Background: an optimization exercise with open tools, aiming at small area, a short achievable clock period and few clock cycles per item. Do not read the settings as production practice.
At most, simulation tests tie the RTL to the original design; equivalence was not proved.
No functional check of the RTL was part of runs 1 and 5 to 7.
Power figures rest on the tool's default switching activity, not on a simulated workload.

### flow/flow/run.sh
#!/bin/bash
# The standard layout (standard.sh: the ORFS run, standard synthesis
# unchanged), with three changes: the port buffers are buf_4 cells instead of
# the delay cells buffer_ports picks by default, the resizer may swap a cell
# for one of another footprint, and clock tree synthesis adds no dummy loads.
# make's full output goes to flow_make.log.
set -euo pipefail
bash standard.sh MATCH_CELL_FOOTPRINT=0 \
  'BUFFER_PORTS_ARGS=-buffer_cell sky130_fd_sc_hd__buf_4' \
  'CTS_ARGS=-sink_clustering_enable -repair_clock_nets -dont_use_dummy_load' \
  finish > flow_make.log 2>&1
test -f out/final.def
### flow/standard.sh
#!/bin/bash
# synth_recipe.tcl (not shown) runs the flow's synth.tcl, then flattens the netlist and writes it again
# the make line also repeats each setting of config.mk as NAME=value (left out here)
make -C /OpenROAD-flow-scripts/flow DESIGN_CONFIG=/design/flow/config.mk WORK_HOME=/design/flow/orfs CLKGATE_MAP_FILE= SYNTH_SCRIPT=/design/flow/synth_recipe.tcl "${@:-finish}"
### flow/config.mk
export PLATFORM = sky130hd
export DESIGN_NAME = md_block_padder
export DESIGN_NICKNAME = md_block_padder
export VERILOG_FILES = /design/flow/design.v
export SDC_FILE = /design/flow/constraint.sdc
export NUM_CORES = 4
export LEC_CHECK = 0
export CAP_MARGIN = 20
export CORE_MARGIN = 2
export CORE_UTILIZATION = 40
export SETUP_SLACK_MARGIN = 2.8
export SLEW_MARGIN = 20
### flow/constraint.sdc
create_clock -name core_clock -period 5.0 [get_ports {clk}]
set_input_delay 1.0000 -clock core_clock [delete_from_list [all_inputs] [get_ports {clk}]]
set_output_delay 1.0000 -clock core_clock [all_outputs]
set_load 0.01 [all_outputs]
### flow/design.v
`default_nettype none
module md_block_padder (
  input  wire logic        clk,
  input  wire logic        rst_n,
  input  wire logic        in_tvalid,
  output logic             in_tready,
  input  wire logic [7:0]  in_tdata,    
  input  wire logic [0:0]  in_tuser,    
  input  wire logic        in_tlast,    
  output logic             out_tvalid,
  input  wire logic        out_tready,
  output logic [39:0]      out_tdata,   
  output logic [0:0]       out_tuser,   
  output logic             out_tlast,   
  input  wire logic        cfg_valid,
  output logic             cfg_ready,
  input  wire logic [0:0]  cfg_data     
);
  localparam logic [1:0] BLK_DATA = 2'd0;   
  localparam logic [1:0] BLK_PAD  = 2'd1;   
  localparam logic [1:0] BLK_MARK = 2'd2;   
  localparam logic [1:0] BLK_LEN  = 2'd3;   
  logic [7:0]  mem [64];
  logic [5:0]  fill_r;      
  logic [54:0] blk_r;       
  logic        binc_r;      
  logic [3:0]  bcy_r;       
  logic        pend_r;      
  logic        job_r;       
  logic [1:0]  jt_r;        
  logic [5:0]  lim_r;       
  logic        jlast_r;     
  logic        jfol_r;      
  logic        jdat_r;      
  logic [3:0]  rp_r;        
  logic [15:0] rh_r;        
  logic [3:0]  wl_r;        
  logic [15:0] ww_r;        
  logic        len_be_r;
  logic        rdy_r;       
  logic        ov_r;
  logic [31:0] od_r;
  logic [3:0]  oi_r;
  logic        ou_r;
  logic        ol_r;
  logic        acc, wr, tl, load;
  logic [5:0]  fill_n1, n_end;
  logic [31:0] word_nxt;
  logic [63:0] bits;
  logic [31:0] len_lo, len_hi;
  logic [31:0] mword;
  logic [3:0]  den, mk;
  logic        ov_n, pend_n, job_n, jlast_n, jfol_n, jdat_n, blk_clr, blk_inc;
  logic [1:0]  jt_n;
  logic [5:0]  fill_n, lim_n;
  logic [3:0]  rp_n;
  logic [15:0] rh_n, ww_n;
  logic [3:0]  wl_n;
  logic        rdy_n;
  assign cfg_ready = 1'b1;
  assign in_tready = rdy_r;
  assign acc       = in_tvalid && rdy_r;
  assign wr        = acc && in_tuser[0];
  assign tl        = acc && in_tlast;
  assign fill_n1   = fill_r + 6'd1;
  assign n_end     = wr ? fill_n1 : fill_r;
  assign load      = job_r && (!ov_r || out_tready);
  assign bits = {blk_r, lim_r, 3'b000};
  always_comb begin
    for (int b = 0; b < 4; b++) begin
      len_lo[8*b +: 8] = len_be_r ? bits[8*(7-b) +: 8] : bits[8*b +: 8];
      len_hi[8*b +: 8] = len_be_r ? bits[8*(3-b) +: 8] : bits[8*(4+b) +: 8];
    end
  end
  always_comb begin
    logic [5:0] pos;
    mword = '0;
    for (int p = 0; p < 64; p++) begin
      mword[8*(p%4) +: 8] = mword[8*(p%4) +: 8] | (mem[p] & {8{rh_r[p/4]}});
    end
    for (int l = 0; l < 4; l++) begin
      pos    = {rp_r, 2'(l)};
      den[l] = (jt_r == BLK_DATA) || ((jt_r != BLK_LEN) && (pos < lim_r));
      mk[l]  = ((jt_r == BLK_PAD) || (jt_r == BLK_MARK)) && (pos == lim_r);
    end
  end
  always_comb begin
    for (int l = 0; l < 4; l++) begin
      word_nxt[8*l +: 8] = (mword[8*l +: 8] & {8{den[l]}}) | {mk[l], 7'd0};
    end
    if ((jt_r == BLK_PAD) || (jt_r == BLK_LEN)) begin
      word_nxt = word_nxt | (len_lo & {32{rh_r[14]}}) | (len_hi & {32{rh_r[15]}});
    end
  end
  always_comb begin
    ov_n    = load || (ov_r && !out_tready);
    pend_n  = pend_r;
    job_n   = job_r;
    jt_n    = jt_r;
    lim_n   = lim_r;
    jlast_n = jlast_r;
    jfol_n  = jfol_r;
    jdat_n  = jdat_r;
    rp_n    = rp_r;
    rh_n    = rh_r;
    fill_n  = fill_r;
    blk_clr = 1'b0;
    blk_inc = 1'b0;
    if (load) begin
      rp_n = rp_r + 4'd1;
      rh_n = {rh_r[14:0], rh_r[15]};
      if (rp_r == 4'd15) begin
        if (jfol_r) begin
          jt_n    = (jt_r == BLK_DATA) ? BLK_PAD : BLK_LEN;
          if (jt_r == BLK_DATA) lim_n = '0;
          jlast_n = 1'b1;
          jfol_n  = 1'b0;
          jdat_n  = 1'b0;
        end else begin
          job_n = 1'b0;
          if ((jt_r == BLK_PAD) || (jt_r == BLK_LEN)) blk_clr = 1'b1;
        end
      end
    end
    if (pend_r && !job_r) begin
      pend_n  = 1'b0;
      job_n   = 1'b1;
      jt_n    = (fill_r[5:3] == 3'd7) ? BLK_MARK : BLK_PAD;
      lim_n   = fill_r;
      jlast_n = (fill_r[5:3] != 3'd7);
      jfol_n  = (fill_r[5:3] == 3'd7);
      jdat_n  = (fill_r != 6'd0);
      fill_n  = '0;
    end
    if (acc) begin
      if (wr) fill_n = fill_n1;
      if (wr && (fill_r == 6'd63)) begin
        blk_inc = 1'b1;
        job_n   = 1'b1;
        jt_n    = BLK_DATA;
        jlast_n = !in_tlast;
        jfol_n  = in_tlast;
        jdat_n  = 1'b1;
      end else if (tl) begin
        if (job_r) begin
          pend_n = 1'b1;
        end else begin
          job_n   = 1'b1;
          jt_n    = (n_end[5:3] == 3'd7) ? BLK_MARK : BLK_PAD;
          lim_n   = n_end;
          jlast_n = (n_end[5:3] != 3'd7);
          jfol_n  = (n_end[5:3] == 3'd7);
          jdat_n  = (n_end != 6'd0);
          fill_n  = '0;
        end
      end
    end
  end
  always_comb begin
    logic x_lt, x_eq, x_m1, x_p1;   
    logic ld, ov1, ws, nj, j1, d1, hz, full;
    logic [1:0] ro;                 
    x_lt = rp_r < fill_r[5:2];
    x_eq = rp_r == fill_r[5:2];
    x_m1 = (rp_r + 4'd1) == fill_r[5:2];
    x_p1 = rp_r == (fill_r[5:2] + 4'd1);
    ws   = wr && (fill_r[1:0] == 2'd3);
    nj   = (wr && (fill_r == 6'd63)) || ((tl || pend_r) && !job_r);
    full = wr ? (fill_r == 6'd62) : (fill_r == 6'd63);
    for (int o = 0; o < 2; o++) begin
      ld  = job_r && (!ov_r || (o == 1));
      ov1 = ld || (ov_r && (o == 0));
      j1  = job_r && !(ld && (rp_r == 4'd15) && !jfol_r);
      d1  = jdat_r && !(ld && (rp_r == 4'd15) && jfol_r);
      case ({ld, ws})
        2'b10:   hz = (x_lt && !x_m1) || (x_m1 && ov1);
        2'b01:   hz = x_lt || x_eq || (x_p1 && ov1);
        default: hz = x_lt || (x_eq && ov1);
      endcase
      if (nj)
        ro[o] = !ov1;
      else
        ro[o] = !(pend_r || (tl && job_r)) && !(j1 && ((d1 && hz) || full));
    end
    rdy_n = out_tready ? ro[1] : ro[0];
  end
  always_comb begin
    wl_n = wl_r;
    ww_n = ww_r;
    if (wr) begin
      wl_n = {wl_r[2:0], wl_r[3]};
      if (wl_r[3]) ww_n = {ww_r[14:0], ww_r[15]};
    end
    if ((pend_r || tl) && !job_r && !(wr && (fill_r == 6'd63))) begin
      wl_n = 4'd1;
      ww_n = 16'd1;
    end
  end
  always_ff @(posedge clk) begin
    for (int p = 0; p < 64; p++) begin
      if (wr && (fill_r == 6'(p))) mem[p] <= in_tdata;
    end
  end
  always_ff @(posedge clk) begin
    if (load) begin
      od_r <= word_nxt;
      oi_r <= rp_r;
      ou_r <= (jt_r == BLK_PAD) || (jt_r == BLK_LEN);
      ol_r <= jlast_r && rh_r[15];
    end
  end
  always_ff @(posedge clk) begin
    if (!rst_n) begin
      ov_r     <= 1'b0;
      fill_r   <= '0;
      blk_r    <= '0;
      binc_r   <= 1'b0;
      bcy_r    <= '0;
      pend_r   <= 1'b0;
      job_r    <= 1'b0;
      jt_r     <= BLK_DATA;
      lim_r    <= '0;
      jlast_r  <= 1'b0;
      jfol_r   <= 1'b0;
      jdat_r   <= 1'b0;
      rp_r     <= '0;
      rh_r     <= 16'd1;
      wl_r     <= 4'd1;
      ww_r     <= 16'd1;
      rdy_r    <= 1'b0;
      len_be_r <= 1'b0;
    end else begin
      if (cfg_valid) len_be_r <= cfg_data[0];
      ov_r    <= ov_n;
      fill_r  <= fill_n;
      pend_r  <= pend_n;
      job_r   <= job_n;
      jt_r    <= jt_n;
      lim_r   <= lim_n;
      jlast_r <= jlast_n;
      jfol_r  <= jfol_n;
      jdat_r  <= jdat_n;
      rp_r    <= rp_n;
      rh_r    <= rh_n;
      wl_r    <= wl_n;
      ww_r    <= ww_n;
      rdy_r   <= rdy_n;
      binc_r <= blk_inc;
      if (blk_clr) begin
        blk_r <= '0;
        bcy_r <= '0;
      end else begin
        for (int k = 0; k < 5; k++) begin
          if ((k == 0) ? binc_r : bcy_r[k-1]) blk_r[11*k +: 11] <= blk_r[11*k +: 11] + 11'd1;
        end
        for (int k = 0; k < 4; k++) begin
          bcy_r[k] <= ((k == 0) ? binc_r : bcy_r[k-1]) && (&blk_r[11*k +: 11]);
        end
      end
    end
  end
  assign out_tvalid = ov_r;
  assign out_tdata  = {4'h0, oi_r, od_r};
  assign out_tuser  = ou_r;
  assign out_tlast  = ol_r;
endmodule
`default_nettype wire
==> results.txt, run 1 <==
- Status: complete, no violations
- Setup tns final: 0 ns
- Critical Path RT: 5.33 ns
- # fillers: 5610
- CTS Hold Buffers Added: 0
- Post-synth top area share: 0.638
- Clk sinks: 652
- Die Area: 0.0667 sq mm
- Total Routing Usage GR: 0.219
- Top cells by count, synth: edfxtp_1 (550), nor2_1 (196), a22oi_1 (189)
- Startpoint Class: flip-flop
- Post-synthesis cell area: 0.0259 sq mm
- Htree depth: 3
- Drt wl/cell: 27.2 microns
- Core area: 0.0642 sq mm
- Die W: 258 microns
- Asr flop ratio synth: 0
- Drt total wl: 74.4 mm
- Skew final: 0.0675 ns
- Max_slew headroom: 0.429
- CTS tree: built
- Layout area overhead: 15.7%
- Initial Util: 0.403
- RSZ-0062 raised after global routing: true
- Sequential share of the synthesized area: 0.717
- Arr. time, crit path: 2.56 ns
- Port bufs: 55
- Post-route ant nets: 0
- First-pass detailed-route iteration total: 6
- Yosys warnings: 2
- Site Rows: 93
- Skew-Pair Late Insertion Delay: 0.62 ns
- Initial antenna violation count: 3
- Pwr dens: 355 mW/mm^2
- Leakage Power: 9.40 nW
- Worst hold path type: reg2reg
- First-pass GRT wire length: 108 mm
- CTS Root Cell: clkbuf_16
- Crit. End Element: flip-flop
- Hold_sp: blk_r[10]$_SDFFE_PP0P_
- Avg Cell Area, Syn: 14.2 sq um
- Cells after Synth: 1826
- Nets@finish: 1925
- Fmax: 448 MHz
- TritonCTS buffer count: 67
- Final setup violating endpoints: 0
- Reg2reg path depth: 5
- Crit path kind: reg2reg
- Hold path depth: 2
- Peak VDD IR: 0.000227 V
- Post-synth EDFFs: 550
- Number of max-cap violations: 0
- Worst-Margin Slew: 0.856 ns
- Synth area leaders: edfxtp_1 (64%), dfxtp_1 (7.9%), a22oi_1 (5.5%), nor2_1 (2.8%), mux2_2 (2.2%)
- DP Wirelength: 46.4 mm
- Vias per cell: 6.03
- Yosys top cell by area: edfxtp_1
- Via count: 16500
- Worst Path Max Fanout: 56
- DRC: 0
- GPL Wtd Cong: 0.891
- Clock Path Buffers: 3
- Largest net degree at the start of global routing: 65
- Dominant register cell in the synthesized netlist: edfxtp_1
- Final Hold Fails: 0
- DP Worst Slack: 1.85 ns
- Reg2Reg Setup Slack: 2.77 ns
- DR iter-0 viols: 1909
- Most common cell in the netlist: edfxtp_1
- Post-route minimum period: 2.23 ns
- Final period util: 0.447
- Clock-pin transition on the worst setup and hold timing paths: 0.06 ns
- FF+latch count, synth: 652
- Vias in the first global route: 15900
- Final WS setup: 2.77 ns
- Gr ovfl total: 0
- Fin. max-slew vios: 0
- Die Height: 258 microns
- R2r startpoint: rh_r[15]$_SDFFE_PN0P_
- Share of cells above drive strength 1: 0.200
- Worst Setup SP: rh_r[15]$_SDFFE_PN0P_
- IO Pins: 61
- Cell variety after synth: 62
## area by class of cell
cell class	count	area, sq um	share of cell area
timing repair buffer	99	811	0.0271
inverter	24	95.1	0.00318
sequential	652	18600	0.622
clock buffer	67	1680	0.0560
antenna	1	2.50	0.0000836
tap	855	1070	0.0357
multi-input combinational	1035	7670	0.256
## routing by layer
layer	up-vias	share of wire	track usage
li1	7178	-	-
met1	8409	0.41	0.301
met2	760	0.47	0.347
met3	129	0.090	0.0512
met4	2	0.029	0.0681
met5	-	0.00017	0
## power by group
part / internal [W] / total (W) / switching (W)
Combinational: 0.000126 / 0.000434 / 0.000308
Clock: 0.00235 / 0.00424 / 0.00188
Sequential: 0.00592 / 0.00595 / 0.0000264
Total: 0.00840 / 0.0106 / 0.00222
## registers in the layout, summed over array words and instances, names as in the netlist, 2 cells and up
signal,count
mem,512
blk_r,55
od_r,32
rh_r,16
fill_r,6
lim_r,6
bcy_r,4
oi_r,4
rp_r,4
jt_r,2
## worst max-delay path, cell delays in order, from the launching register on
cell      delay (ns)
dfxtp_2         0.46
buf_8           0.29
a221oi_1        0.49
nand3_1         0.12
nor2_1          0.39
o22ai_1         0.16
## timing repair
action / in CTS / in global routing
gates resized for setup: 77 / 34
endpoints found under the setup margin: 544 / 84
buffers inserted: 5 / 13
gates cloned: 0 / 1
pin swaps: 7 / 8
## per-stage QoR
step / hold slack (ns) / total power (W) / instances / area [sq um] / utilization
after global placement: 0.468 / 0.00646 / 2646 / 27600 / 0.430
after CTS: 0.485 / 0.0106 / 2718 / 29600 / 0.462
after floorplan: 0.442 / 0.00625 / 1829 / 26500 / -
after detailed placement: 0.477 / 0.00646 / 2646 / 27600 / 0.430
final: 0.478 / 0.0106 / 2733 / 29900 / 0.466
after global routing: 0.527 / 0.0109 / 2733 / 29900 / 0.466
## cells in the final DEF, fill, tap and decap left out, types with 36 or more instances in the layout
cell type	Yosys	routed
nor2_1	196	116
nand2_1	102	95
nand3_1	75	71
nor2_4	0	64
a221oi_1	51	39
a21oi_1	40	38
dfxtp_1	102	81
a22o_1	50	50
edfxtp_1	550	550
a22oi_1	189	189
clkbuf_16	0	67
mux2_2	51	51
buf_4	6	90
xor2_1	36	36
## cells by family after synthesis
family                   Yosys count  share of synthesized area
buffers and inverters            143                     0.0217
XOR/XNOR                          63                     0.0216
multiplexers                      59                     0.0253
flip-flops                       652                      0.717
AND/OR/NAND/NOR                  459                     0.0793
AO/OA/AOI/OAI                    418                      0.120
adder cells (fa/ha/maj)           30                     0.0145
other                              2                   0.000290
## path summary, 6_finish.rpt
kind	endpoint
worst min register to register	bcy_r[0]$_SDFF_PP0_
worst max-delay path	od_r[3]$_DFFE_PP_
worst max register to register	od_r[3]$_DFFE_PP_
worst min-delay path	bcy_r[0]$_SDFF_PP0_
==> run 2, diff against run 1 <==
--- a/flow/design.v
+++ b/flow/design.v
@@ -199,5 +199,5 @@
   always_ff @(posedge clk) begin
     for (int p = 0; p < 64; p++) begin
-      if (wr && (fill_r == 6'(p))) mem[p] <= in_tdata;
+      if (wr && ww_r[p/4] && wl_r[p%4]) mem[p] <= in_tdata;
     end
   end
==> run 2 against run 1 <==
Against the previous run:
- die area grew 3.4%
- highest routed layer is now met4
- count of clock-buffer cells in the layout grew 4
- critical endpoint is now od_r[26]$_DFFE_PP_
- synthesized cell count grew 3.7%
==> results.txt, run 2 <==
- Status: complete, no violations (unchanged)
- Most common cell in the netlist: edfxtp_1 (unchanged)
- Gr ovfl total: 0 (unchanged)
- Arr. time, crit path: 2.49 ns (was 2.56 ns)
- Nets@finish: 1977 (was 1925)
- Fin. max-slew vios: 0 (unchanged)
- Crit. End Element: flip-flop (unchanged)
- FF+latch count, synth: 672 (was 652)
- Leakage Power: 9.94 nW (was 9.40 nW)
- Port bufs: 55 (unchanged)
- Drt total wl: 77.2 mm (was 74.4 mm)
- WHS: 0.483 ns (was 0.478 ns)
- DP Wirelength: 47.6 mm (was 46.4 mm)
- Number of max-cap violations: 0 (unchanged)
- Total Routing Usage GR: 0.220 (was 0.219)
- Largest reg by FF count: mem (unchanged)
- Crit path kind: reg2reg (unchanged)
- Sequential share of the synthesized area: 0.709 (was 0.717)
- Asr flop ratio synth: 0 (unchanged)
- DR iter-0 viols: 2038 (was 1909)
- Htree depth: 3 (unchanged)
- Die W: 263 microns (was 258 microns)
- Clock Path Buffers: 3 (unchanged)
- Share of cells above drive strength 1: 0.181 (was 0.200)
- Yosys top cell by area: edfxtp_1 (unchanged)
- Setup tns final: 0 ns (unchanged)
- Worst Path Max Fanout: 22 (was 56)
- Most common cell after layout, fill and taps aside: edfxtp_1 (unchanged)
- Final Hold Fails: 0 (unchanged)
- Max reg flops: 512 (unchanged)
- First-pass detailed-route iteration total: 7 (was 6)
- Post-synth top area share: 0.617 (was 0.638)
- CTS Root Cell: clkbuf_16 (unchanged)
- Site Rows: 94 (was 93)
- IO Pins: 61 (unchanged)
- Clk sinks: 672 (was 652)
- Max_slew headroom: 0.414 (was 0.429)
- Layout area overhead: 12.9% (was 15.7%)
- Core area: 0.0660 sq mm (was 0.0642 sq mm)
- DRC: 0 (unchanged)
- Skew-Pair Late Insertion Delay: 0.61 ns (was 0.62 ns)
- TritonCTS buffer count: 71 (was 67)
- Final period util: 0.439 (was 0.447)
- RSZ-0062 raised after global routing: true (unchanged)
- Yosys warnings: 2 (unchanged)
- Final setup violating endpoints: 0 (unchanged)
- Synth area leaders: edfxtp_1 (62%), dfxtp_1 (9.1%), a22oi_1 (5.5%), mux2_2 (2.0%), nor2_1 (1.8%) (was edfxtp_1 (64%), dfxtp_1 (7.9%), a22oi_1 (5.5%), nor2_1 (2.8%), mux2_2 (2.2%))
- Post-route minimum period: 2.19 ns (was 2.23 ns)
- Post-synth EDFFs: 550 (unchanged)
- Most frequent cells in the layout: edfxtp_1 (550), a22oi_1 (196), nor2_1 (112), nand2_1 (104), dfxtp_1 (100) (was edfxtp_1 (550), a22oi_1 (189), nor2_1 (116), nand2_1 (95), buf_4 (90))
- Die Area: 0.0690 sq mm (was 0.0667 sq mm)
- Clock-pin transition on the worst setup and hold timing paths: 0.06 ns (about the same)
- First-pass GRT wire length: 113 mm (was 108 mm)
- CTS Hold Buffers Added: 0 (unchanged)
- Final Core Density: 0.458 (was 0.466)
- Initial antenna violation count: 1 (was 3)
- Skew final: 0.0552 ns (was 0.0675 ns)
- Largest net degree at the start of global routing: 65 (unchanged)
- Top cells by count, synth: edfxtp_1 (550), a22oi_1 (197), nor2_1 (129) (was edfxtp_1 (550), nor2_1 (196), a22oi_1 (189))
- Die Height: 263 microns (was 258 microns)
- Peak VDD IR: 0.000292 V (was 0.000227 V)
- Post-route ant nets: 0 (unchanged)
- Vias per cell: 6.06 (was 6.03)
- CTS tree: built (unchanged)
- Pwr dens: 366 mW/mm^2 (was 355 mW/mm^2)
- Post-synthesis cell area: 0.0268 sq mm (was 0.0259 sq mm)
- Avg Cell Area, Syn: 14.1 sq um (was 14.2 sq um)
- GPL Wtd Cong: 0.853 (was 0.891)
- Cell variety after synth: 72 (was 62)
- Fmax: 456 MHz (was 448 MHz)
- Biggest regs: mem x512, blk_r x55, od_r x32 (unchanged)
- Drt wl/cell: 27.6 microns (was 27.2 microns)
- Dominant register cell in the synthesized netlist: edfxtp_1 (unchanged)
- Initial Util: 0.406 (was 0.403)
- Via count: 17000 (was 16500)
- Vias in the first global route: 16600 (was 15900)
- Startpoint Class: flip-flop (unchanged)
- Critical Path RT: 5.30 ns (was 5.33 ns)
- Worst hold path type: reg2reg (unchanged)
- Worst-Margin Slew: 0.879 ns (was 0.856 ns)
- Cells after Synth: 1893 (was 1826)
run 2: power breakdown:
group | total (W) | switching, W | internal, W | leakage [nW]
logic | 0.000483 | 0.000333 | 0.000150 | 3.12
registers | 0.00615 | 0.0000513 | 0.00609 | 5.95
clock network | 0.00443 | 0.00194 | 0.00249 | 0.875
total | 0.0111 | 0.00233 | 0.00873 | 9.94
run 2: final cells by class:
cell class	instances	area, sq um
Tap cell	864	1080
Sequential cell	672	19000
Fill cell	5731	35800
Inverter	39	154
Timing Repair Buffer	95	796
Antenna cell	3	7.51
Clock buffer	71	1780
Multi-Input combinational cell	1055	7390
run 2: critical path, stage by stage, from the launching register on:
cell and delay (ns):
dfxtp_2 0.46, buf_12 0.24, a22o_1 0.27, a221oi_1 0.34
nand3_1 0.19, nor2_4 0.24, o22ai_1 0.12
run 2: path summary, 6_finish.rpt:
path              slack, ns               endpoint                   from  depth (start not counted)
setup / recovery       2.81     od_r[26]$_DFFE_PP_   rh_r[0]$_SDFFE_PN1P_                          6
hold reg to reg        0.48  rh_r[14]$_SDFFE_PN0P_  rh_r[13]$_SDFFE_PN0P_                          2
setup reg to reg       2.81     od_r[26]$_DFFE_PP_   rh_r[0]$_SDFFE_PN1P_                          6
hold / removal         0.48  rh_r[14]$_SDFFE_PN0P_  rh_r[13]$_SDFFE_PN0P_                          2
run 2: cell families (layout without fill, tap and decap cells):
family,after synthesis,in the layout,synth area share
flip-flops,672,672,0.709
buffers and inverters,170,205,0.0269
other,2,8,0.000281
AO/OA/AOI/OAI,440,440,0.121
multiplexers,57,57,0.0236
adder cells (fa/ha/maj),27,27,0.0126
XOR/XNOR,64,64,0.0231
AND/OR/NAND/NOR,461,462,0.0838
run 2: per-stage QoR:
step,power [W],setup slack [ns],cell area [sq um],cells
after floorplan,0.00646,2.76,26800,1896
after global placement,0.00670,1.72,28000,2711
after detailed placement,0.00670,1.72,28000,2711
after CTS,0.0111,2.78,30000,2793
after global routing,0.0114,2.77,30200,2796
final,0.0111,2.81,30200,2799
run 2: per-layer routing:
layer / share of wire / GRT usage
met1: 0.41 / 0.300
met2: 0.47 / 0.348
met3: 0.090 / 0.0503
met4: 0.033 / 0.0733
met5: 0 / 0
run 2: timing repair:
action / 4_1_cts / 5_1_grt
gates resized for setup: 57 / 37
cloned: 1 / 0
buffers inserted: 10 / 3
hold endpoints to repair: 0 / 0
setup endpoints to repair: 555 / 202
pin swaps: 5 / 3
Testbench counts of run 2, summed over its fixed seeds: cycles 36,349, bytes 33,373.
==> run 3, diff against run 2 <==
--- a/flow/config.mk
+++ b/flow/config.mk
@@ -9,4 +9,4 @@
 export CORE_MARGIN = 2
 export CORE_UTILIZATION = 40
-export SETUP_SLACK_MARGIN = 2.8
+export SETUP_SLACK_MARGIN = 3.2
 export SLEW_MARGIN = 20
==> run 3 against run 2 <==
Against the previous run:
- still clean
- worst setup slack better by 0.042 ns
- non-clock buffer count increased by 97
- via count rose by 4.4%
- count of clock-buffer cells in the layout decreased by 4
- combinational power grew 46%
- sequential share of layout area is 5.1 points lower
- clock power decreased by 3%
- critical endpoint is now out_tdata[25]
- highest routed layer unchanged
==> results.txt, run 3 <==
- Yosys top cell by area: edfxtp_1 (unchanged)
- IO Pins: 61 (unchanged)
- Drt total wl: 83.2 mm (was 77.2 mm)
- Worst Path Max Fanout: 1 (was 22)
- Status: complete, no violations (unchanged)
- Skew-Pair Late Insertion Delay: 0.61 ns (about the same)
- Most common cell after layout, fill and taps aside: edfxtp_1 (unchanged)
- Post-synthesis cell area: 0.0268 sq mm (unchanged)
- Port bufs: 55 (unchanged)
- Synth area leaders: edfxtp_1 (62%), dfxtp_1 (9.1%), a22oi_1 (5.5%), mux2_2 (2.0%), nor2_1 (1.8%) (unchanged)
- Yosys warnings: 2 (unchanged)
- Post-synth top area share: 0.617 (unchanged)
- P_int: 0.00872 W (was 0.00873 W)
- Design area: 0.0330 sq mm (was 0.0302 sq mm)
- Drt wl/cell: 28.8 microns (was 27.6 microns)
- Sw Pwr: 0.00240 W (was 0.00233 W)
- CTS tree: built (unchanged)
- Initial antenna violation count: 0 (was 1)
- Max_slew headroom: 0.461 (was 0.414)
- Via count: 17700 (was 17000)
- Crit path max-delay cell type: edfxtp_1 (was dfxtp_2)
- Most frequent cells in the layout: edfxtp_1 (550), a22oi_1 (185), nand2_1 (95), buf_4 (95), nor2_1 (94) (was edfxtp_1 (550), a22oi_1 (196), nor2_1 (112), nand2_1 (104), dfxtp_1 (100))
- First-pass GRT wire length: 117 mm (was 113 mm)
- Leakage Power: 10.8 nW (was 9.94 nW)
- Avg Cell Area, Syn: 14.1 sq um (unchanged)
- Vias in the first global route: 16600 (about the same)
- CP Buf/Inv Count: 1 (unchanged)
- Sequential share of the synthesized area: 0.709 (unchanged)
- Clock-pin transition on the worst setup and hold timing paths: 0.06 ns (about the same)
- Vias per cell: 6.12 (was 6.06)
- Nets@finish: 2075 (was 1977)
- Logic pwr share: 0.063 (was 0.044)
- Die Area: 0.0690 sq mm (unchanged)
- CTS Root Cell: clkbuf_16 (unchanged)
- Crit path kind: reg2out (was reg2reg)
- Sequential power share: 0.551 (was 0.556)
- CTS Hold Buffers Added: 0 (unchanged)
- Crit-path max cell delay: 0.42 ns (was 0.46 ns)
- Cells after Synth: 1893 (unchanged)
- Total Routing Usage GR: 0.231 (was 0.220)
- Final Hold Fails: 0 (unchanged)
- Number of max-cap violations: 0 (unchanged)
- Crit. End Element: output port (was flip-flop)
- Share of cells above drive strength 1: 0.307 (was 0.181)
- DR iter-0 viols: 2266 (was 2038)
- Skew final: 0.0608 ns (was 0.0552 ns)
- Area after DPL: 0.0283 sq mm (was 0.0280 sq mm)
- Die W: 263 microns (unchanged)
- Reg2Reg Setup Slack: 2.95 ns (was 2.81 ns)
- Setup tns final: 0 ns (unchanged)
- Htree depth: 3 (unchanged)
- Dominant register cell in the synthesized netlist: edfxtp_1 (unchanged)
- Sw Share: 0.216 (was 0.210)
- Peak VDD IR: 0.000248 V (was 0.000292 V)
- Initial Util: 0.406 (unchanged)
- Worst hold path type: reg2reg (unchanged)
- DP Wirelength: 46.5 mm (was 47.6 mm)
- CP top delay family: flip-flops (was compound AO/OA/AOI/OAI gates)
- Cell variety after synth: 72 (unchanged)
- Site Rows: 94 (unchanged)
- N_diodes: 0 (was 3)
- Clk sinks: 672 (unchanged)
- RSZ-0062 raised after global routing: true (unchanged)
- TritonCTS buffer count: 67 (was 71)
- Cell Chain, Critical Path: buf_6 (was buf_12 -> a22o_1 -> a221oi_1 -> nand3_1 -> nor2_4 -> o22ai_1)
- Post-route ant nets: 0 (unchanged)
- Arr. time, crit path: 1.15 ns (was 2.49 ns)
- Core area: 0.0660 sq mm (unchanged)
- Final setup violating endpoints: 0 (unchanged)
- Largest reg by FF count: mem (unchanged)
- Largest net degree at the start of global routing: 65 (unchanged)
- Clock Path Buffers: 3 (unchanged)
- Fin. max-slew vios: 0 (unchanged)
- Post-route minimum period: 2.15 ns (was 2.19 ns)
- GPL Wtd Cong: 0.896 (was 0.853)
- Startpoint Class: flip-flop (unchanged)
- Die Height: 263 microns (unchanged)
- Max reg flops: 512 (unchanged)
- Clock share of power: 0.385 (was 0.401)
- Worst-Margin Slew: 0.808 ns (was 0.879 ns)
- Final period util: 0.430 (was 0.439)
- Biggest regs: mem x512, blk_r x55, od_r x32 (unchanged)
- Post-synth EDFFs: 550 (unchanged)
- Layout area overhead: 23.4% (was 12.9%)
- FF+latch count, synth: 672 (unchanged)
- Asr flop ratio synth: 0 (unchanged)
- Fmax: 465 MHz (was 456 MHz)
- Critical Path RT: 4.00 ns (was 5.30 ns)
- First-pass detailed-route iteration total: 5 (was 7)
- DRC: 0 (unchanged)
- Pwr dens: 337 mW/mm^2 (was 366 mW/mm^2)
- Most common cell in the netlist: edfxtp_1 (unchanged)
- Top cells by count, synth: edfxtp_1 (550), a22oi_1 (197), nor2_1 (129) (unchanged)
- Gr ovfl total: 0 (unchanged)
==> run 3: cell types whose count changed in the layout (fill, tap and decap cells not counted), moves of 13 or more <==
cell,change
o22ai_1,-27
dfxtp_4,+25
buf_6,+52
nor2_4,+22
dfxtp_2,-17
and3_4,+53
nand3_1,-13
and3_2,-46
o22ai_2,+17
nor2_1,-18
buf_12,+23
a221oi_1,-30
a221oi_2,+26
==> run 3: final cells by class <==
cell class	count	area, sq um
Multi-Input combinational cell	1060	8870
Clock buffer	67	1680
Timing Repair Buffer	192	2140
Fill cell	5411	33000
Sequential cell	672	19100
Inverter	39	175
Tap cell	864	1080
==> run 3: stage by stage <==
step | hold WS [ns] | std cells | power [W] | setup WS, ns | utilization
after floorplan | 0.458 | 1896 | 0.00648 | 2.82 | -
after global placement | 0.435 | 2712 | 0.00670 | 1.93 | 0.429
after detailed placement | 0.446 | 2712 | 0.00671 | 1.84 | 0.429
after CTS | 0.465 | 2860 | 0.0111 | 2.81 | 0.486
after global routing | 0.489 | 2894 | 0.0114 | 2.80 | 0.500
final | 0.472 | 2894 | 0.0111 | 2.85 | 0.500
==> run 3: cells by family after synthesis <==
kind of cell / after synthesis / share of synthesized area
xor gates and xnor gates: 64 / 0.0231
adders and majority gates: 27 / 0.0126
buffers and inverters: 170 / 0.0269
and+or+nand+nor: 461 / 0.0838
DFF: 672 / 0.709
muxes: 57 / 0.0236
other: 2 / 0.000281
AOI/OAI and AO/OA: 440 / 0.121
==> run 3: final timing paths <==
check        cells past startpoint            startpoint              endpoint
max                              1    od_r[25]$_DFFE_PP_         out_tdata[25]
min                              2  rh_r[4]$_SDFFE_PN0P_  rh_r[5]$_SDFFE_PN0P_
max reg2reg                      8  rh_r[0]$_SDFFE_PN1P_     od_r[3]$_DFFE_PP_
min reg2reg                      2  rh_r[4]$_SDFFE_PN0P_  rh_r[5]$_SDFFE_PN0P_
==> run 3: per-layer routing <==
| layer | wire length (microns) | global-route usage |
|---|---|---|
| met2 | 38900 | 0.371 |
| met4 | 2120 | 0.0522 |
| met5 | 0 | 0 |
| met3 | 7320 | 0.0396 |
| met1 | 34900 | 0.330 |
==> run 3: timing repair <==
| item | 4_1_cts | 5_1_grt |
|---|---|---|
| gates resized for setup | 303 | 121 |
| buffers inserted | 72 | 30 |
| gates cloned | 9 | 4 |
| endpoints found under the setup margin | 637 | 442 |
| pin swaps | 78 | 108 |
==> run 3: power by group through the flow <==
stage	logic (W)	clock network, W	registers, W
finish	0.000705	0.00428	0.00613
global route	0.000739	0.00454	0.00613
CTS	0.000621	0.00433	0.00612
detailed placement	0.000449	0	0.00626
global placement	0.000441	0	0.00626
floorplan	0.000247	0	0.00624
==> run 4, diff against run 3 <==
--- a/flow/config.mk
+++ b/flow/config.mk
@@ -9,4 +9,4 @@
 export CORE_MARGIN = 2
 export CORE_UTILIZATION = 40
-export SETUP_SLACK_MARGIN = 3.2
+export SETUP_SLACK_MARGIN = 3.0
 export SLEW_MARGIN = 20
==> run 4 against run 3 <==
Against the previous run:
- wire length decreased by 5.4%
- design area down 5.2%
- largest power group unchanged
- still clean
- register-to-register slack improved by 0.06 ns
- power is 0.83% lower
- highest routed layer unchanged
- area after synthesis stayed put
==> results.txt, run 4 <==
- Crit. End Element: output port (unchanged)
- Gr busiest metal: met2 (unchanged)
- CTS Root Cell: clkbuf_16 (unchanged)
- Arr. time, crit path: 1.15 ns (about the same)
- GR Layer Usage met2: 0.354 (was 0.371)
- Post-route ant nets: 0 (unchanged)
- Area after DPL: 0.0282 sq mm (was 0.0283 sq mm)
- Largest reg by FF count: mem (unchanged)
- Skew-Pair Late Insertion Delay: 0.63 ns (was 0.61 ns)
- Vias in the first global route: 16600 (about the same)
- Port bufs: 55 (unchanged)
- Critical Path RT: 4.00 ns (about the same)
- Area of the multi-input gates: 0.00808 sq mm (was 0.00887 sq mm)
- Placed Cells: 2712 (unchanged)
- Die W: 263 microns (unchanged)
- FF+latch count, synth: 672 (unchanged)
- Initial antenna violation count: 0 (unchanged)
- Core area: 0.0660 sq mm (unchanged)
- N_diodes: 0 (unchanged)
- Final Hold Fails: 0 (unchanged)
- Yosys warnings: 2 (unchanged)
- Avg Cell Area, Syn: 14.1 sq um (unchanged)
- DR iter-0 viols: 2171 (was 2266)
- TritonCTS buffer count: 68 (was 67)
- Asr flop ratio synth: 0 (unchanged)
- Yosys top cell by area: edfxtp_1 (unchanged)
- Clock-pin transition on the worst setup and hold timing paths: 0.06 ns (about the same)
- Synth area leaders: edfxtp_1 (62%), dfxtp_1 (9.1%), a22oi_1 (5.5%), mux2_2 (2.0%), nor2_1 (1.8%) (unchanged)
- Die Height: 263 microns (unchanged)
- IO Pins: 61 (unchanged)
- Skew final: 0.0534 ns (was 0.0608 ns)
- Drt total wl: 78.7 mm (was 83.2 mm)
- Register area: 0.0190 sq mm (was 0.0191 sq mm)
- Most frequent cells in the layout: edfxtp_1 (550), a22oi_1 (196), nand2_1 (103), nor2_1 (100), dfxtp_1 (93) (was edfxtp_1 (550), a22oi_1 (185), nand2_1 (95), buf_4 (95), nor2_1 (94))
- Cells after Synth: 1893 (unchanged)
- Vias per cell: 6.12 (about the same)
- Nets@finish: 1997 (was 2075)
- Die Area: 0.0690 sq mm (unchanged)
- Post-synth top area share: 0.617 (unchanged)
- CP top delay family: flip-flops (unchanged)
- Fmax: 465 MHz (about the same)
- Peak VDD IR: 0.000263 V (was 0.000248 V)
- Max reg flops: 512 (unchanged)
- Share of cells above drive strength 1: 0.231 (was 0.307)
- DRC: 0 (unchanged)
- Cell variety after synth: 72 (unchanged)
- Final setup violating endpoints: 0 (unchanged)
- Startpoint Class: flip-flop (unchanged)
- Post-synth EDFFs: 550 (unchanged)
- Via count: 17200 (was 17700)
- Post-route minimum period: 2.15 ns (about the same)
- Worst-Margin Slew: 0.818 ns (was 0.808 ns)
- Pwr dens: 352 mW/mm^2 (was 337 mW/mm^2)
- Biggest regs: mem x512, blk_r x55, od_r x32 (unchanged)
- Most common cell in the netlist: edfxtp_1 (unchanged)
- Status: complete, no violations (unchanged)
- Most common cell after layout, fill and taps aside: edfxtp_1 (unchanged)
- Sequential share of the synthesized area: 0.709 (unchanged)
- Largest net degree at the start of global routing: 65 (unchanged)
- Crit path kind: reg2out (unchanged)
- First-pass GRT wire length: 114 mm (was 117 mm)
- Clock Path Buffers: 3 (unchanged)
- Drt wl/cell: 28.0 microns (was 28.8 microns)
- Clk sinks: 672 (unchanged)
- First-pass detailed-route iteration total: 7 (was 5)
- # fillers: 5635 (was 5411)
- Layout area overhead: 16.9% (was 23.4%)
- GRT met1 Usage: 0.314 (was 0.330)
- Design area: 0.0313 sq mm (was 0.0330 sq mm)
- CTS tree: built (unchanged)
- Site Rows: 94 (unchanged)
- Crit path max-delay cell type: edfxtp_1 (unchanged)
- Gr ovfl total: 0 (unchanged)
- Cell Chain, Critical Path: buf_6 (unchanged)
- Fin. max-slew vios: 0 (unchanged)
- Number of max-cap violations: 0 (unchanged)
- Worst hold path type: reg2reg (unchanged)
- Max_slew headroom: 0.455 (was 0.461)
- CP Buf/Inv Count: 1 (unchanged)
- Post-synthesis cell area: 0.0268 sq mm (unchanged)
- Tot Pwr: 0.0110 W (was 0.0111 W)
- Final cell count without fillers: 2816 (was 2894)
- Total Routing Usage GR: 0.223 (was 0.231)
- Htree depth: 3 (unchanged)
- GPL Wtd Cong: 0.858 (was 0.896)
- WHS: 0.514 ns (was 0.472 ns)
- DP Wirelength: 46.8 mm (was 46.5 mm)
- Worst Path Max Fanout: 1 (unchanged)
- Met3 GRT Util: 0.0393 (was 0.0396)
- CTS Hold Buffers Added: 0 (unchanged)
- Setup tns final: 0 ns (unchanged)
- Initial Util: 0.406 (unchanged)
- Dominant register cell in the synthesized netlist: edfxtp_1 (unchanged)
- Leakage Power: 10.2 nW (was 10.8 nW)
- Top cells by count, synth: edfxtp_1 (550), a22oi_1 (197), nor2_1 (129) (unchanged)
- Final period util: 0.430 (about the same)
- Crit-path max cell delay: 0.42 ns (about the same)
- RSZ-0062 raised after global routing: true (unchanged)
## run 4: cell count changes in the layout (fill, tap and decap cells not counted), sizes merged, moves of 2 or more
cell	before	now
and3	68	70
buf	186	113
clkbuf	73	69
nand2	112	110
## run 4: area by class of cell
cell class | count | area share
sequential | 672 | 0.609
multi-input combinational | 1059 | 0.258
clock buffer | 68 | 0.0544
timing repair buffer | 114 | 0.0387
tap | 864 | 0.0345
inverter | 39 | 0.00540
## run 4: metrics by stage
step | utilization | setup slack, ns
final | 0.474 | 2.85
after global placement | 0.427 | 1.76
after global routing | 0.474 | 2.82
after floorplan | - | 2.82
after detailed placement | 0.427 | 1.75
after CTS | 0.466 | 2.82
## run 4: cell families (layout without fill, tap and decap cells)
logic type,after synthesis,count (layout),share of synthesized area
flops,672,672,0.709
simple gates,461,466,0.0838
compound gates,440,440,0.121
buf+inv,170,221,0.0269
xor+xnor,64,64,0.0231
mux,57,57,0.0236
fa+ha+maj,27,27,0.0126
other cells,2,5,0.000281
## run 4: path summary, 6_finish.rpt
path	to	cells past startpoint	slack [ns]	startpoint
worst max-delay path	out_tdata[19]	1	2.85	od_r[19]$_DFFE_PP_
worst min-delay path	bcy_r[1]$_SDFF_PP0_	1	0.51	blk_r[21]$_SDFFE_PP0P_
worst max register to register	od_r[3]$_DFFE_PP_	6	3.01	rh_r[10]$_SDFFE_PN0P_
worst min register to register	bcy_r[1]$_SDFF_PP0_	1	0.51	blk_r[21]$_SDFFE_PP0P_
## run 4: metal layers
metal  wire (microns)  up-vias
li1                 -     7446
met1            33700     8850
met2            36800      791
met3             6200      139
met4             2020        0
met5                0        -
## run 4: where the power goes
group          leakage [nW]  internal [W]  switching, W
combinational          3.36      0.000195      0.000384
clock                 0.838       0.00239       0.00193
sequential             5.96       0.00609     0.0000414
## run 4: timing repair
action	CTS	global route
pin swaps	17	27
gates cloned	4	1
resized for setup	172	95
buffers inserted	19	12
setup endpoints to repair	410	239
## run 4: worst register-to-register path, delay by kind of cell, from the launching register on
| family | cells | cell delay (ns) |
|---|---|---|
| buffers and inverters | 1 | 0.21 |
| AO/OA/AOI/OAI | 3 | 0.68 |
| flip-flops | 1 | 0.40 |
| AND/OR/NAND/NOR | 2 | 0.44 |
==> run 5, diff against run 4 <==
--- a/flow/design.v
+++ b/flow/design.v
@@ -48,5 +48,5 @@
   logic [31:0] word_nxt;
   logic [63:0] bits;
-  logic [31:0] len_lo, len_hi;
+  logic [31:0] len_w;
   logic [31:0] mword;
   logic [3:0]  den, mk;
@@ -68,7 +68,12 @@
   assign bits = {blk_r, lim_r, 3'b000};
   always_comb begin
+    logic [3:0] ls;
+    logic       le;
+    le = (jt_r == BLK_PAD) || (jt_r == BLK_LEN);
+    ls = {rh_r[15] && len_be_r, rh_r[14] && len_be_r, rh_r[15] && !len_be_r, rh_r[14] && !len_be_r} &
+         {4{le}};
     for (int b = 0; b < 4; b++) begin
-      len_lo[8*b +: 8] = len_be_r ? bits[8*(7-b) +: 8] : bits[8*b +: 8];
-      len_hi[8*b +: 8] = len_be_r ? bits[8*(3-b) +: 8] : bits[8*(4+b) +: 8];
+      len_w[8*b +: 8] = (bits[8*b +: 8] & {8{ls[0]}}) | (bits[8*(4+b) +: 8] & {8{ls[1]}}) |
+                        (bits[8*(7-b) +: 8] & {8{ls[2]}}) | (bits[8*(3-b) +: 8] & {8{ls[3]}});
     end
   end
@@ -89,7 +94,5 @@
       word_nxt[8*l +: 8] = (mword[8*l +: 8] & {8{den[l]}}) | {mk[l], 7'd0};
     end
-    if ((jt_r == BLK_PAD) || (jt_r == BLK_LEN)) begin
-      word_nxt = word_nxt | (len_lo & {32{rh_r[14]}}) | (len_hi & {32{rh_r[15]}});
-    end
+    word_nxt = word_nxt | len_w;
   end
   always_comb begin
==> run 5 against run 4 <==
Against the previous run:
- still clean on timing, DRC and antenna
- maximum frequency shrank 3.6%
- die area decreased by 1.9%
- clock skew decreased by 0.018 ns
- wire length down 3.9%
- worst setup slack got worse by 0.080 ns
- largest cell class unchanged
- largest power group unchanged
- highest routed layer is now met5
==> results.txt, run 5 <==
- Post-synthesis cell area: 0.0263 sq mm (was 0.0268 sq mm)
- GPL Wtd Cong: 0.875 (was 0.858)
- Largest reg by FF count: mem (unchanged)
- CP top delay family: flip-flops (unchanged)
- IO Pins: 61 (unchanged)
- Final setup violating endpoints: 0 (unchanged)
- Layout area overhead: 19.6% (was 16.9%)
- TritonCTS buffer count: 70 (was 68)
- Worst-Margin Slew: 0.820 ns (was 0.818 ns)
- Share of cells above drive strength 1: 0.231 (about the same)
- Fin. max-slew vios: 0 (unchanged)
- Initial antenna violation count: 2 (was 0)
- Die Area: 0.0677 sq mm (was 0.0690 sq mm)
- M1 WL: 32.3 mm (was 33.7 mm)
- Vias in the first global route: 16300 (was 16600)
- Largest net degree at the start of global routing: 65 (unchanged)
- Die Height: 260 microns (was 263 microns)
- Peak VDD IR: 0.000203 V (was 0.000263 V)
- Port bufs: 55 (unchanged)
- Biggest regs: mem x512, blk_r x55, od_r x32 (unchanged)
- Htree depth: 3 (unchanged)
- First-pass detailed-route iteration total: 5 (was 7)
- Avg Cell Area, Syn: 14.2 sq um (was 14.1 sq um)
- Status: complete, no violations (unchanged)
- Most common cell in the netlist: edfxtp_1 (unchanged)
- Total stage count of the critical path: 1 (unchanged)
- Final Core Density: 0.485 (was 0.474)
- Leakage Power: 10.3 nW (was 10.2 nW)
- Gr ovfl total: 0 (unchanged)
- Max_slew headroom: 0.453 (was 0.455)
- Site Rows: 93 (was 94)
- FF+latch count, synth: 672 (unchanged)
- First-pass GRT wire length: 109 mm (was 114 mm)
- Max reg flops: 512 (unchanged)
- Design area: 0.0314 sq mm (was 0.0313 sq mm)
- Vias per cell: 6.04 (was 6.12)
- Number of max-cap violations: 0 (unchanged)
- Skew final: 0.0357 ns (was 0.0534 ns)
- # fillers: 5460 (was 5635)
- Dominant register cell in the synthesized netlist: edfxtp_1 (unchanged)
- Setup tns final: 0 ns (unchanged)
- Post-route minimum period: 2.23 ns (was 2.15 ns)
- Clock Path Buffers: 3 (unchanged)
- Core area: 0.0647 sq mm (was 0.0660 sq mm)
- Crit-path max cell delay: 0.47 ns (was 0.42 ns)
- Critical Path RT: 4.00 ns (about the same)
- Area of the multi-input gates: 0.00793 sq mm (was 0.00808 sq mm)
- Post-route ant nets: 0 (unchanged)
- Register area: 0.0190 sq mm (about the same)
- DRC: 0 (unchanged)
- Skew-Pair Late Insertion Delay: 0.60 ns (was 0.63 ns)
- Clk sinks: 672 (unchanged)
- Metal2 WL: 35.4 mm (was 36.8 mm)
- Most common cell after layout, fill and taps aside: edfxtp_1 (unchanged)
- Cells after Synth: 1853 (was 1893)
- Reg2reg path depth: 8 (was 6)
- Tot Pwr: 0.0111 W (was 0.0110 W)
- Sequential share of the synthesized area: 0.722 (was 0.709)
- Crit. End Element: output port (unchanged)
- Via count: 16900 (was 17200)
- RSZ-0062 raised after global routing: true (unchanged)
- Initial Util: 0.406 (about the same)
- Drt total wl: 75.6 mm (was 78.7 mm)
- Most frequent cells in the layout: edfxtp_1 (550), a22oi_1 (222), dfxtp_1 (95), nand2_1 (91), nor2_1 (84) (was edfxtp_1 (550), a22oi_1 (196), nand2_1 (103), nor2_1 (100), dfxtp_1 (93))
- Yosys warnings: 2 (unchanged)
- Pwr dens: 354 mW/mm^2 (was 352 mW/mm^2)
- Startpoint Class: flip-flop (unchanged)
- Crit path max-delay cell type: edfxtp_1 (unchanged)
- Worst Path Max Fanout: 1 (unchanged)
- Post-synth EDFFs: 550 (unchanged)
- Yosys top cell by area: edfxtp_1 (unchanged)
- Arr. time, crit path: 1.23 ns (was 1.15 ns)
- Crit path kind: reg2out (unchanged)
- Drt wl/cell: 27.0 microns (was 28.0 microns)
- Worst hold path type: reg2reg (unchanged)
- Cell variety after synth: 57 (was 72)
- Area after DPL: 0.0280 sq mm (was 0.0282 sq mm)
- Metal3 WL: 6.20 mm (about the same)
- Die W: 260 microns (was 263 microns)
- DP Wirelength: 45.2 mm (was 46.8 mm)
- Hold path depth: 2 (was 1)
- Fmax: 448 MHz (was 465 MHz)
- WHS: 0.455 ns (was 0.514 ns)
- DR iter-0 viols: 1805 (was 2171)
- Total Routing Usage GR: 0.219 (was 0.223)
- Final period util: 0.446 (was 0.430)
- Cell Chain, Critical Path: buf_6 (unchanged)
- Final Hold Fails: 0 (unchanged)
- Top Metal Used: met5 (was met4)
- Clock-pin transition on the worst setup and hold timing paths: 0.06 ns (about the same)
- CP Buf/Inv Count: 1 (unchanged)
- Post-synth top area share: 0.629 (was 0.617)
- Asr flop ratio synth: 0 (unchanged)
- CTS tree: built (unchanged)
- Nets@finish: 1987 (was 1997)
- CTS Root Cell: clkbuf_16 (unchanged)
- Synth area leaders: edfxtp_1 (63%), dfxtp_1 (9.3%), a22oi_1 (6.3%), nand3_1 (1.8%), and3_1 (1.7%) (was edfxtp_1 (62%), dfxtp_1 (9.1%), a22oi_1 (5.5%), mux2_2 (2.0%), nor2_1 (1.8%))
- Top cells by count, synth: edfxtp_1 (550), a22oi_1 (222), dfxtp_1 (122) (was edfxtp_1 (550), a22oi_1 (197), nor2_1 (129))
[run 5: cell types whose count changed after synthesis, moves of 11 or more]
cell / change
mux2_2: -48
nor2_1: -33
o22ai_1: -28
a22oi_1: +25
buf_2: -24
a21boi_0: +22
clkbuf_1: +20
nand3_1: +19
o21ai_0: +13
o21bai_1: +11
[run 5: where the power goes]
group          leakage (nW)  total (W)  internal [W]  switching, W
Clock                 0.863    0.00438       0.00246       0.00192
Sequential             5.96    0.00613       0.00609     0.0000444
Combinational          3.48   0.000588      0.000216      0.000372
[run 5: stage by stage]
stage	instances	setup slack, ns
floorplan	1856	2.63
global placement	2678	1.68
detailed placement	2678	1.67
finish	2798	2.77
CTS	2772	2.73
global route	2797	2.74
[run 5: logic make-up (layout without fill, tap and decap cells)]
family,after synthesis,in the layout,share of synthesized area
other,2,6,0.000286
xor gates and xnor gates,62,62,0.0210
buffers and inverters,161,242,0.0242
AOI/OAI and AO/OA,468,468,0.132
adders and majority gates,27,27,0.0129
DFF,672,672,0.722
muxes,8,8,0.00305
and+or+nand+nor,453,458,0.0840
[run 5: path summary, 6_finish.rpt]
path                               start                  end  slack [ns]
setup / recovery      od_r[24]$_DFFE_PP_        out_tdata[24]        2.77
hold / removal    blk_r[21]$_SDFFE_PP0P_  bcy_r[1]$_SDFF_PP0_        0.45
setup reg to reg    rp_r[2]$_SDFFE_PN0P_   od_r[16]$_DFFE_PP_        2.89
hold reg to reg   blk_r[21]$_SDFFE_PP0P_  bcy_r[1]$_SDFF_PP0_        0.45
[run 5: timing repair]
action / in CTS / in global routing
resized for setup: 188 / 115
hold buffers: 0 / 0
cloned: 2 / 7
setup buffers: 22 / 18
endpoints found under the setup margin: 620 / 220
pin swaps: 24 / 35
[run 5: routing by layer]
layer  global-route usage  vias to the layer above
met5                    0                        -
met4               0.0535                        4
met3               0.0471                      107
met2                0.347                      762
met1                0.309                     8656
li1                     -                     7368
[run 5: worst reg2reg max path, delay by kind of cell, from the launching register on]
kind,cells,cell delay [ns]
compound gates,5,1.09
fa+ha+maj,1,0.24
buf+inv,1,0.18
flops,1,0.37
simple gates,1,0.10
[run 5: cell type report]
cell class              instances  area share
inverters                      35     0.00562
diodes                          1   0.0000797
clock buffers                  70      0.0558
repair buffers                137      0.0450
multi-input cells            1028       0.253
well taps                     855      0.0341
flip-flops and latches        672       0.607
==> run 6, diff against run 5 <==
==> flow/flow/run.sh (replaced) <==
#!/bin/bash
# The standard layout (standard.sh: the ORFS run, standard synthesis
# unchanged), with these changes: the port buffers are buf_4 cells instead of
# the delay cells buffer_ports picks by default, the resizer may swap a cell
# for one of another footprint, and clock tree synthesis makes larger sink
# clusters (fewer clock buffers) and adds no dummy loads.
# make's full output goes to flow_make.log.
set -euo pipefail
bash standard.sh MATCH_CELL_FOOTPRINT=0 \
  'BUFFER_PORTS_ARGS=-buffer_cell sky130_fd_sc_hd__buf_4' \
  'CTS_ARGS=-sink_clustering_enable -repair_clock_nets -dont_use_dummy_load -sink_clustering_size 24 -sink_clustering_max_diameter 80' \
  finish > flow_make.log 2>&1
test -f out/final.def
==> run 6 against run 5 <==
Against the previous run:
- largest cell class unchanged
- maximum frequency down 0.67%
- highest routed layer unchanged
- power shrank 13%
- via count fell by 0.85%
- cell count decreased by 1.1%
- largest power group unchanged
- worst setup slack got worse by 0.015 ns
- combinational power decreased by 3%
- critical path depth unchanged
==> results.txt, run 6 <==
- Status: complete, no violations (unchanged)
- Skew final: 0.0643 ns (was 0.0357 ns)
- Synth area leaders: edfxtp_1 (63%), dfxtp_1 (9.3%), a22oi_1 (6.3%), nand3_1 (1.8%), and3_1 (1.7%) (unchanged)
- Most common cell in the netlist: edfxtp_1 (unchanged)
- Setup tns final: 0 ns (unchanged)
- Sw Pwr: 0.00209 W (was 0.00234 W)
- Die Area: 0.0677 sq mm (unchanged)
- Asr flop ratio synth: 0 (unchanged)
- First-pass detailed-route iteration total: 6 (was 5)
- RSZ-0062 raised after global routing: true (unchanged)
- Area after DPL: 0.0280 sq mm (unchanged)
- Yosys top cell by area: edfxtp_1 (unchanged)
- FF+latch count, synth: 672 (unchanged)
- WHS: 0.474 ns (was 0.455 ns)
- TritonCTS buffer count: 36 (was 70)
- Crit-path max cell delay: 0.50 ns (was 0.47 ns)
- Via count: 16800 (was 16900)
- Clock Path Buffers: 3 (unchanged)
- Top cells by count, synth: edfxtp_1 (550), a22oi_1 (222), dfxtp_1 (122) (unchanged)
- Skew-Pair Late Insertion Delay: 0.59 ns (was 0.60 ns)
- Most frequent cells in the layout: edfxtp_1 (550), a22oi_1 (222), dfxtp_1 (95), nand2_1 (90), nor2_1 (86) (was edfxtp_1 (550), a22oi_1 (222), dfxtp_1 (95), nand2_1 (91), nor2_1 (84))
- Post-route minimum period: 2.24 ns (was 2.23 ns)
- DRC: 0 (unchanged)
- Sequential power share: 0.633 (was 0.553)
- Post-route ant nets: 0 (unchanged)
- IO Pins: 61 (unchanged)
- Final setup violating endpoints: 0 (unchanged)
- Sw Share: 0.217 (was 0.211)
- Logic pwr share: 0.059 (was 0.053)
- Most common cell after layout, fill and taps aside: edfxtp_1 (unchanged)
- Dominant register cell in the synthesized netlist: edfxtp_1 (unchanged)
- Biggest regs: mem x512, blk_r x55, od_r x32 (unchanged)
- First-pass GRT wire length: 108 mm (was 109 mm)
- Port bufs: 55 (unchanged)
- Max_slew headroom: 0.456 (was 0.453)
- DR iter-0 viols: 1838 (was 1805)
- P_int: 0.00757 W (was 0.00876 W)
- CP top delay family: flip-flops (unchanged)
- Initial antenna violation count: 3 (was 2)
- Sequential share of the synthesized area: 0.722 (unchanged)
- Crit path max-delay cell type: edfxtp_1 (unchanged)
- DP Wirelength: 45.2 mm (unchanged)
- Cell Chain, Critical Path: buf_6 (unchanged)
- Drt total wl: 75.2 mm (was 75.6 mm)
- Die W: 260 microns (unchanged)
- Share of cells above drive strength 1: 0.214 (was 0.231)
- GPL Wtd Cong: 0.875 (unchanged)
- Layout area overhead: 16.0% (was 19.6%)
- Critical Path RT: 4.00 ns (about the same)
- CTS Hold Buffers Added: 0 (unchanged)
- Cells after Synth: 1853 (unchanged)
- CTS Root Cell: clkbuf_16 (unchanged)
- CTS tree: built (unchanged)
- Htree depth: 2 (was 3)
- Gr ovfl total: 0 (unchanged)
- Final cell count without fillers: 2768 (was 2798)
- Nets@finish: 1955 (was 1987)
- Initial Util: 0.406 (unchanged)
- Leakage Power: 9.86 nW (was 10.3 nW)
- # fillers: 5560 (was 5460)
- Design area: 0.0304 sq mm (was 0.0314 sq mm)
- Worst-Margin Slew: 0.815 ns (was 0.820 ns)
- Fmax: 445 MHz (was 448 MHz)
- Fin. max-slew vios: 0 (unchanged)
- Core area: 0.0647 sq mm (unchanged)
- Yosys warnings: 2 (unchanged)
- Post-synthesis cell area: 0.0263 sq mm (unchanged)
- Number of max-cap violations: 0 (unchanged)
- Arr. time, crit path: 1.24 ns (was 1.23 ns)
- Final Hold Fails: 0 (unchanged)
- Largest net degree at the start of global routing: 65 (unchanged)
- Max reg flops: 512 (unchanged)
- CP Buf/Inv Count: 1 (unchanged)
- Post-synth top area share: 0.629 (unchanged)
- Site Rows: 93 (unchanged)
- Worst Path Max Fanout: 1 (unchanged)
- Total Routing Usage GR: 0.217 (was 0.219)
- Final period util: 0.449 (was 0.446)
- Pwr dens: 318 mW/mm^2 (was 354 mW/mm^2)
- Placed Cells: 2678 (unchanged)
- Post-synth EDFFs: 550 (unchanged)
- Die Height: 260 microns (unchanged)
- Clock share of power: 0.308 (was 0.394)
- Vias per cell: 6.05 (was 6.04)
- Crit. End Element: output port (unchanged)
- Clock-pin transition on the worst setup and hold timing paths: 0.09 ns (was 0.06 ns)
- Clk sinks: 672 (unchanged)
- Peak VDD IR: 0.000194 V (was 0.000203 V)
- Cell variety after synth: 57 (unchanged)
- Drt wl/cell: 27.2 microns (was 27.0 microns)
- Largest reg by FF count: mem (unchanged)
- Vias in the first global route: 16000 (was 16300)
- Worst hold path type: reg2reg (unchanged)
- Startpoint Class: flip-flop (unchanged)
- Crit path kind: reg2out (unchanged)
- Avg Cell Area, Syn: 14.2 sq um (unchanged)
run 6: cell count changes in the layout (fill, tap and decap cells not counted), sizes merged:
cell	previous run	this run
nand2	113	112
clkbuf	74	38
and3	74	75
buf	133	136
dlymetal6s2s	0	1
diode	1	3
run 6: per-stage QoR:
stage          worst slack [ns]  utilization  total power, W
3_3_place_gp               1.68        0.432         0.00669
3_5_place_dp               1.67        0.432         0.00670
2_1_floorplan              2.63            -         0.00646
5_1_grt                    2.74        0.470         0.00992
6_report                   2.76        0.470         0.00967
4_1_cts                    2.76        0.459         0.00965
run 6: layout make-up:
class | instances | area, sq um | share of cell area
diodes | 3 | 7.51 | 0.000247
clock buffers | 36 | 901 | 0.0296
inverters | 35 | 176 | 0.00580
multi-input cells | 1028 | 7820 | 0.257
flip-flops and latches | 672 | 19000 | 0.626
well taps | 855 | 1070 | 0.0351
repair buffers | 139 | 1420 | 0.0466
run 6: worst paths after layout:
path / slack, ns / endpoint / startpoint / depth (start not counted)
max: 2.76 / out_tdata[24] / od_r[24]$_DFFE_PP_ / 1
min: 0.47 / bcy_r[1]$_SDFF_PP0_ / blk_r[21]$_SDFFE_PP0P_ / 2
max reg2reg: 2.94 / rdy_r$_SDFF_PN0_ / rp_r[1]$_SDFFE_PN0P_ / 9
min reg2reg: 0.47 / bcy_r[1]$_SDFF_PP0_ / blk_r[21]$_SDFFE_PP0P_ / 2
run 6: power groups by stage:
| stage | Clock [W] | Sequential [W] | Combinational [W] |
|---|---|---|---|
| 2_1_floorplan | 0 | 0.00624 | 0.000219 |
| 3_3_place_gp | 0 | 0.00625 | 0.000438 |
| 3_5_place_dp | 0 | 0.00626 | 0.000442 |
| 4_1_cts | 0.00301 | 0.00612 | 0.000516 |
| 5_1_grt | 0.00319 | 0.00613 | 0.000603 |
| 6_report | 0.00298 | 0.00612 | 0.000568 |
run 6: timing repair:
action / in CTS / in global routing
gates cloned: 2 / 5
pin swaps: 23 / 42
setup buffers: 22 / 22
setup endpoints to repair: 617 / 196
gates resized for setup: 175 / 111
run 6: cells by family (layout without fill, tap and decap cells):
| kind of cell | count (synthesis) | count (layout) | synth area share |
|---|---|---|---|
| other | 2 | 8 | 0.000286 |
| xor gates and xnor gates | 62 | 62 | 0.0210 |
| adders and majority gates | 27 | 27 | 0.0129 |
| muxes | 8 | 8 | 0.00305 |
| AOI/OAI and AO/OA | 468 | 468 | 0.132 |
| buffers and inverters | 161 | 210 | 0.0242 |
| DFF | 672 | 672 | 0.722 |
| and+or+nand+nor | 453 | 458 | 0.0840 |
run 6: layer usage:
layer,track usage,vias up,share of wire
met4,0.0540,2,0.025
met5,0,-,0.00017
li1,-,7311,-
met3,0.0308,96,0.075
met2,0.345,717,0.47
met1,0.313,8628,0.43
==> run 7, diff against run 6 <==
--- a/flow/config.mk
+++ b/flow/config.mk
@@ -9,4 +9,4 @@
 export CORE_MARGIN = 2
 export CORE_UTILIZATION = 40
-export SETUP_SLACK_MARGIN = 3.0
+export SETUP_SLACK_MARGIN = 2.9
 export SLEW_MARGIN = 20
==> run 7 against run 6 <==
Against the previous run:
- sequential power is essentially flat
- wire length shrank 0.31%
- area after synthesis is the same
- still clean
- synthesized cell count is the same
==> results.txt, run 7 <==
- Vias in the first global route: 15800 (was 16000)
- Total stage count of the critical path: 1 (unchanged)
- Crit-path max cell delay: 0.42 ns (was 0.50 ns)
- Worst Setup SP: od_r[24]$_DFFE_PP_ (unchanged)
- Post-route minimum period: 2.16 ns (was 2.24 ns)
- Crit path max-delay cell type: edfxtp_1 (unchanged)
- Die Area: 0.0677 sq mm (unchanged)
- Vias per cell: 6.06 (was 6.05)
- R2r startpoint: rp_r[0]$_SDFFE_PN0P_ (was rp_r[1]$_SDFFE_PN0P_)
- Largest net degree at the start of global routing: 65 (unchanged)
- Max_slew headroom: 0.493 (was 0.456)
- Worst hold path type: reg2reg (unchanged)
- Worst reg2reg endpoint: rdy_r$_SDFF_PN0_ (unchanged)
- RSZ-0062 raised after global routing: true (unchanged)
- Biggest regs: mem x512, blk_r x55, od_r x32 (unchanged)
- Status: complete, no violations (unchanged)
- Final Core Density: 0.462 (was 0.470)
- Number of max-cap violations: 0 (unchanged)
- TritonCTS buffer count: 37 (was 36)
- Clock Path Buffers: 3 (unchanged)
- Most common cell in the netlist: edfxtp_1 (unchanged)
- Worst Path Max Fanout: 1 (unchanged)
- Post-route ant nets: 0 (unchanged)
- First-pass GRT wire length: 108 mm (about the same)
- Cell variety after synth: 57 (unchanged)
- Cells after Synth: 1853 (unchanged)
- Asr flop ratio synth: 0 (unchanged)
- Largest reg by FF count: mem (unchanged)
- Initial Util: 0.406 (unchanged)
- Setup crit end: out_tdata[24] (unchanged)
- Pwr dens: 324 mW/mm^2 (was 318 mW/mm^2)
- Share of cells above drive strength 1: 0.184 (was 0.214)
- Top cells by count, synth: edfxtp_1 (550), a22oi_1 (222), dfxtp_1 (122) (unchanged)
- FF+latch count, synth: 672 (unchanged)
- Drt total wl: 75.0 mm (was 75.2 mm)
- Max reg flops: 512 (unchanged)
- Die Height: 260 microns (unchanged)
- Dominant register cell in the synthesized netlist: edfxtp_1 (unchanged)
- Sequential share of the synthesized area: 0.722 (unchanged)
- Startpoint Class: flip-flop (unchanged)
- Worst-Margin Slew: 0.761 ns (was 0.815 ns)
- Post-synthesis cell area: 0.0263 sq mm (unchanged)
- Post-synth top area share: 0.629 (unchanged)
- Final Hold Fails: 0 (unchanged)
- CP Buf/Inv Count: 1 (unchanged)
- Nets@finish: 1941 (was 1955)
- Via count: 16700 (was 16800)
- Htree depth: 2 (unchanged)
- N_diodes: 0 (was 3)
- Most common cell after layout, fill and taps aside: edfxtp_1 (unchanged)
- Leakage Power: 9.56 nW (was 9.86 nW)
- Most frequent cells in the layout: edfxtp_1 (550), a22oi_1 (222), nand2_1 (97), dfxtp_1 (94), nand3_1 (93) (was edfxtp_1 (550), a22oi_1 (222), dfxtp_1 (95), nand2_1 (90), nor2_1 (86))
- Initial antenna violation count: 0 (was 3)
- Cell Chain, Critical Path: buf_6 (unchanged)
- CP top delay family: flip-flops (unchanged)
- Hold_sp: rh_r[3]$_SDFFE_PN0P_ (was blk_r[21]$_SDFFE_PP0P_)
- Layout area overhead: 13.8% (was 16.0%)
- IO Pins: 61 (unchanged)
- Critical Path RT: 4.00 ns (about the same)
- Clock-pin transition on the worst setup and hold timing paths: 0.09 ns (about the same)
- Total Routing Usage GR: 0.218 (was 0.217)
- Port bufs: 55 (unchanged)
- Skew final: 0.0667 ns (was 0.0643 ns)
- Final period util: 0.433 (was 0.449)
- Peak VDD IR: 0.000188 V (was 0.000194 V)
- Crit. End Element: output port (unchanged)
- Clk sinks: 672 (unchanged)
- Arr. time, crit path: 1.16 ns (was 1.24 ns)
- Yosys top cell by area: edfxtp_1 (unchanged)
- Crit path kind: reg2out (unchanged)
- Fin. max-slew vios: 0 (unchanged)
[run 7: cell counts after synthesis]
Identical to the previous run, type by type.
[run 7: cells by family after synthesis]
| kind of cell | synth area share |
|---|---|
| flip-flops | 0.722 |
| AO/OA/AOI/OAI | 0.132 |
| AND/OR/NAND/NOR | 0.0840 |
| buffers and inverters | 0.0242 |
| XOR/XNOR | 0.0210 |
| adder cells (fa/ha/maj) | 0.0129 |
| multiplexers | 0.00305 |
| other | 0.000286 |
[run 7: per-stage QoR]
stage / std cells / area (sq um) / power, W / hold slack, ns / setup WS (ns)
final: 2751 / 29900 / 0.00967 / 0.496 / 2.84
after floorplan: 1856 / 26600 / 0.00645 / 0.447 / 2.63
after CTS: 2735 / 29400 / 0.00968 / 0.489 / 2.82
after global routing: 2751 / 29900 / 0.00991 / 0.512 / 2.81
after detailed placement: 2674 / 27800 / 0.00669 / 0.477 / 1.51
after global placement: 2674 / 27800 / 0.00668 / 0.462 / 1.57
[run 7: worst min path at each step]
stage / to / cells past startpoint
after detailed placement: rh_r[3]$_SDFFE_PN0P_ / 2
after CTS: rh_r[3]$_SDFFE_PN0P_ / 2
after global routing: rh_r[3]$_SDFFE_PN0P_ / 2
final: rh_r[3]$_SDFFE_PN0P_ / 2
after floorplan: bcy_r[0]$_SDFF_PP0_ / 2
after global placement: rh_r[3]$_SDFFE_PN0P_ / 2
[run 7: layer usage]
layer | up-vias | wire length (microns) | track usage | share of wire
li1 | 7284 | - | - | -
met1 | 8529 | 32500 | 0.311 | 0.43
met2 | 753 | 35200 | 0.353 | 0.47
met3 | 95 | 5720 | 0.0288 | 0.076
met4 | 0 | 1610 | 0.0570 | 0.021
met5 | - | 0 | 0 | 0
[run 7: report_power, final]
group | total, W | switching (W) | internal (W)
Clock | 0.00302 | 0.00169 | 0.00132
Sequential | 0.00612 | 0.0000393 | 0.00608
Combinational | 0.000532 | 0.000350 | 0.000183
[run 7: final cells by class]
cell class	count	area (sq um)
fill	5713	34800
sequential	672	19000
clock buffer	37	926
timing repair buffer	125	1240
tap	855	1070
multi-input combinational	1027	7440
inverter	35	179
[run 7: repair_timing]
action                     4_1_cts  5_1_grt
cloned                           5        1
hold buffers                     0        0
hold endpoints to repair         0        0
buffers inserted                19       15
setup endpoints to repair      527       93
gates resized for setup        136       85
pin swaps                       20       25
